This design comes from an exercise in tuning for small area and a short achievable clock period on the open sky130 flow, not from production work. Only simulation tests tie the RTL to the original design; equivalence was not proved. Power figures rest on the tool's default switching activity, not on a simulated workload.

==> flow/design.v (excerpt) <==
module pulse_sched_gen #(
  parameter int TW        = 32,
  parameter int QW        = 16,
  parameter int NTEMP     = 3,
  parameter int PULSE_LEN = 4,
  parameter int TNC_GAP   = 8
)(
  input  logic                  clk,
  input  logic                  rst,
  input  logic                  tick_1us,
  input  logic                  sync_in,
  input  logic                  load,
  input  logic                  en_cal,
  input  logic                  en_noise,
  input  logic [3:0]            n_temp,
  input  logic [15:0]           cal_dly,
  input  logic [TW-1:0]         dt_cal,
  input  logic [TW-1:0]         dt_noise,
  input  logic [NTEMP*TW-1:0]   p_ni,
  input  logic [NTEMP*TW-1:0]   p_ii,
  input  logic [NTEMP*TW-1:0]   p_np,
  input  logic [NTEMP*TW-1:0]   p_ip,
  input  logic [NTEMP*QW-1:0]   qit,
  output logic                  tni,
  output logic                  tki,
  output logic                  tnp,
  output logic                  tkp,
  output logic                  tobm,
  output logic                  tnc,
  output logic                  i_izl,
  output logic                  i_get,
  output logic                  error,
  output logic                  busy,
  output logic [3:0]            cur_train,
  output logic [TW-1:0]         time_now
);
Size: roughly 760 flip-flops, roughly 570 I/O pins, ~44000 um^2 of cells after synthesis.
export LEC_CHECK = 0
export CAP_MARGIN = 20
export CORE_MARGIN = 2
export CORE_UTILIZATION = 40
export SLEW_MARGIN = 20
create_clock -name core_clock -period 11.0 [get_ports {clk}]
standard.sh (not shown) runs the stock make flow with config.mk's settings and CLKGATE_MAP_FILE= SYNTH_SCRIPT=/design/flow/synth_recipe.tcl, a recipe that flattens the netlist after the stock synthesis.
==> flow/flow/run.sh <==
#!/bin/bash
# The standard layout (standard.sh, with its standard synthesis), with extra ORFS settings:
# plain buf_1 cells as the port buffers, and a setup margin that makes timing repair aim for
# more slack than the clock period needs. The clock period and constraints are unchanged.
set -euo pipefail
bash standard.sh finish SETUP_SLACK_MARGIN=7 CTS_BUF_LIST=sky130_fd_sc_hd__clkbuf_4 "BUFFER_PORTS_ARGS=-buffer_cell sky130_fd_sc_hd__buf_1" > standard.log 2>&1
==> next run, changes <==
--- a/flow/flow/run.sh
+++ b/flow/flow/run.sh
@@ -5,2 +5,2 @@
 set -euo pipefail
-bash standard.sh finish SETUP_SLACK_MARGIN=7 CTS_BUF_LIST=sky130_fd_sc_hd__clkbuf_4 "BUFFER_PORTS_ARGS=-buffer_cell sky130_fd_sc_hd__buf_1" > standard.log 2>&1
+bash standard.sh finish SETUP_SLACK_MARGIN=8 "BUFFER_PORTS_ARGS=-buffer_cell sky130_fd_sc_hd__buf_1" > standard.log 2>&1
Outcome: Via count went down by 2.4%; design area came out higher by 5.7%; setup slack gains 0.37 ns; global-route usage went up by 0.38 points; final cell count shrinks by 1.2%; sequential share of layout area shrinks by 2.2 points; non-clock buffer count rises by 145; synthesized cell count does not change; sequential cell count stays the same; hold slack gains 0.0098 ns.

========
## run A
pulse_sched_gen, a different RTL version from the one above (not shown whole).
For scale: about 3400 cells after synthesis, about 780 flip-flops, about 570 I/O pins.
// pulse_sched_gen
module pulse_sched_gen #(
  parameter int TW        = 32,
  parameter int QW        = 16,
  parameter int NTEMP     = 3,
  parameter int PULSE_LEN = 4,
  parameter int TNC_GAP   = 8
)(
  input  logic                  clk,
  input  logic                  rst,
  input  logic                  tick_1us,
  input  logic                  sync_in,
  input  logic                  load,
  input  logic                  en_cal,
  input  logic                  en_noise,
  input  logic [3:0]            n_temp,
  input  logic [15:0]           cal_dly,
  input  logic [TW-1:0]         dt_cal,
  input  logic [TW-1:0]         dt_noise,
  input  logic [NTEMP*TW-1:0]   p_ni,
  input  logic [NTEMP*TW-1:0]   p_ii,
  input  logic [NTEMP*TW-1:0]   p_np,
  input  logic [NTEMP*TW-1:0]   p_ip,
  input  logic [NTEMP*QW-1:0]   qit,
  output logic                  tni,
  output logic                  tki,
  output logic                  tnp,
  output logic                  tkp,
  output logic                  tobm,
  output logic                  tnc,
  output logic                  i_izl,
  output logic                  i_get,
  output logic                  error,
  output logic                  busy,
  output logic [3:0]            cur_train,
  output logic [TW-1:0]         time_now
);
  localparam int CW = $clog2(PULSE_LEN);
  localparam int NP = NTEMP + 2;           
  logic [2:0] s_tk, s_sy, s_ld;
  logic tk_r, sy_r, ld_r, tkv;
  logic ld_s;                                 
  logic st_start, st_arm, st_run, st_endw;    
  logic [NP-1:0] en_v;                        
  logic [15:0] sh_cal_dly;
  logic [TW-1:0] sh_dt_cal, sh_dt_noise;
  logic [NTEMP*TW-1:0] sh_ni, sh_ii, sh_np, sh_ip;
  logic [NTEMP*QW-1:0] sh_qit;
  logic [NP:0] ps, ps_first, ps_next, ps_arm;  
  logic [QW-1:0] rep1, q_cur;                 
  logic done;                                 
  logic [1:0] ct;                             
  logic [3:0][TW-1:0] ofs;                    
  ...
export LEC_CHECK = 0
export CAP_MARGIN = 20
export CORE_MARGIN = 2
export CORE_UTILIZATION = 40
export SLEW_MARGIN = 20
create_clock -name core_clock -period 11.0 [get_ports {clk}]
==> flow/flow/run.sh <==
#!/bin/bash
# The standard layout (standard.sh, with its standard synthesis), with extra ORFS settings:
# plain buf_1 cells as the port buffers, and a setup margin that makes timing repair aim for
# more slack than the clock period needs. The clock period and constraints are unchanged.
set -euo pipefail
bash standard.sh finish SETUP_SLACK_MARGIN=7.5 CTS_CLUSTER_SIZE=24 CTS_CLUSTER_DIAMETER=100 CORE_UTILIZATION=55 "BUFFER_PORTS_ARGS=-buffer_cell sky130_fd_sc_hd__buf_1" > standard.log 2>&1
## Diff of input files: run B against run A
==> flow/flow/run.sh <==
#!/bin/bash
# The standard layout (standard.sh, with its standard synthesis), with extra ORFS settings:
# plain buf_1 cells as the port buffers, and a setup margin that makes timing repair aim for
# more slack than the clock period needs. The clock period and constraints are unchanged.
set -euo pipefail
bash standard.sh finish SETUP_SLACK_MARGIN=7.25 CTS_CLUSTER_SIZE=24 CTS_CLUSTER_DIAMETER=100 CORE_UTILIZATION=55 "BUFFER_PORTS_ARGS=-buffer_cell sky130_fd_sc_hd__buf_1" > standard.log 2>&1
[summary]
As far as count of flip-flops with a built-in enable after synthesis goes, run B and run A are indistinguishable; the numbers are identical.
Diff run A -> run B: final instance area went down; required time at the worst-slack endpoint now sits at about the same level; share of total power in the clock network up 0.6 points.
As far as standard-cell row count is concerned, run B and run A perform about the same.
The run with more routed wire is run A, not run B.
~same sequential power in run A and run B
On via density per instance, run A tracks run B almost exactly.
Modified inputs, run C compared to run B
==> flow/flow/run.sh <==
#!/bin/bash
# The standard layout (standard.sh, with its standard synthesis), with extra ORFS settings:
# plain buf_1 cells as the port buffers, a setup margin that makes timing repair aim for more
# slack than the clock period needs, larger clock-tree sink clusters and a higher core
# utilisation. The clock period and the constraints are unchanged. ORFS writes each step's
# log under orfs/logs/; make's own output goes to standard.log.
set -euo pipefail
bash standard.sh finish SETUP_SLACK_MARGIN=7.5 CTS_CLUSTER_SIZE=24 CTS_CLUSTER_DIAMETER=100 CORE_UTILIZATION=50 "BUFFER_PORTS_ARGS=-buffer_cell sky130_fd_sc_hd__buf_1" > standard.log 2>&1
==> run summary <==
Run comparison: run C startpoint of the worst setup timing path ofs[48]; run B startpoint of the worst setup timing path ofs[15]. Run C reports a lower overall routing resource usage than run B does. [compare] base=run B new=run C: length of the first detailed-routing pass in iterations went down 2; sum of internal, switching and leakage power increased 180 uW. Row critical path data arrival time: run C lower / run B higher. Delta(number of standard-cell rows in the floorplan, run C - run B) > 0.

[re-timing with driven ports]
No port has a modelled driver above. Below, the same layouts with a new extraction and two added sets of constraints. Step 1 (the two cells are an assumption about what drives the block):
set clk [get_ports {clk}]
set_driving_cell -lib_cell sky130_fd_sc_hd__clkbuf_16 $clk
set_driving_cell -lib_cell sky130_fd_sc_hd__buf_2 [delete_from_list [all_inputs] $clk]
Step 2 moves the port delays by t, midway between the first and last clock arrival at a register: inputs arrive t later, outputs are due t later. That takes back most of the time a late clock gives input paths. Slacks: ideal / step 1 / step 2; pairs: ideal / step 1.
run	t, ns	setup slack, ns	hold WS [ns]	clock arrival spread, ns	pins driven straight from the clock port
the first run of note 1	1.169	6.715 / 6.674 / 6.715	0.348 / 0.348 / 0.348	0.117 / 0.117	1
the second run of note 1	0.746	7.085 / 7.085 / 7.085	0.358 / 0.358 / 0.358	0.036 / 0.036	1
run A	0.690	7.140 / 7.140 / 6.661	0.355 / 0.355 / 0.355	0.039 / 0.038	1
run B	0.688	7.169 / 7.169 / 6.578	0.355 / 0.355 / 0.355	0.038 / 0.037	1
run C	0.698	7.297 / 7.297 / 6.690	0.358 / 0.358 / 0.358	0.050 / 0.049	1
After both steps every run listed still meets setup and hold. For run C, which loses most, drivers alone change the setup slack by 0.000 ns; drivers and shift together by -0.607 ns.
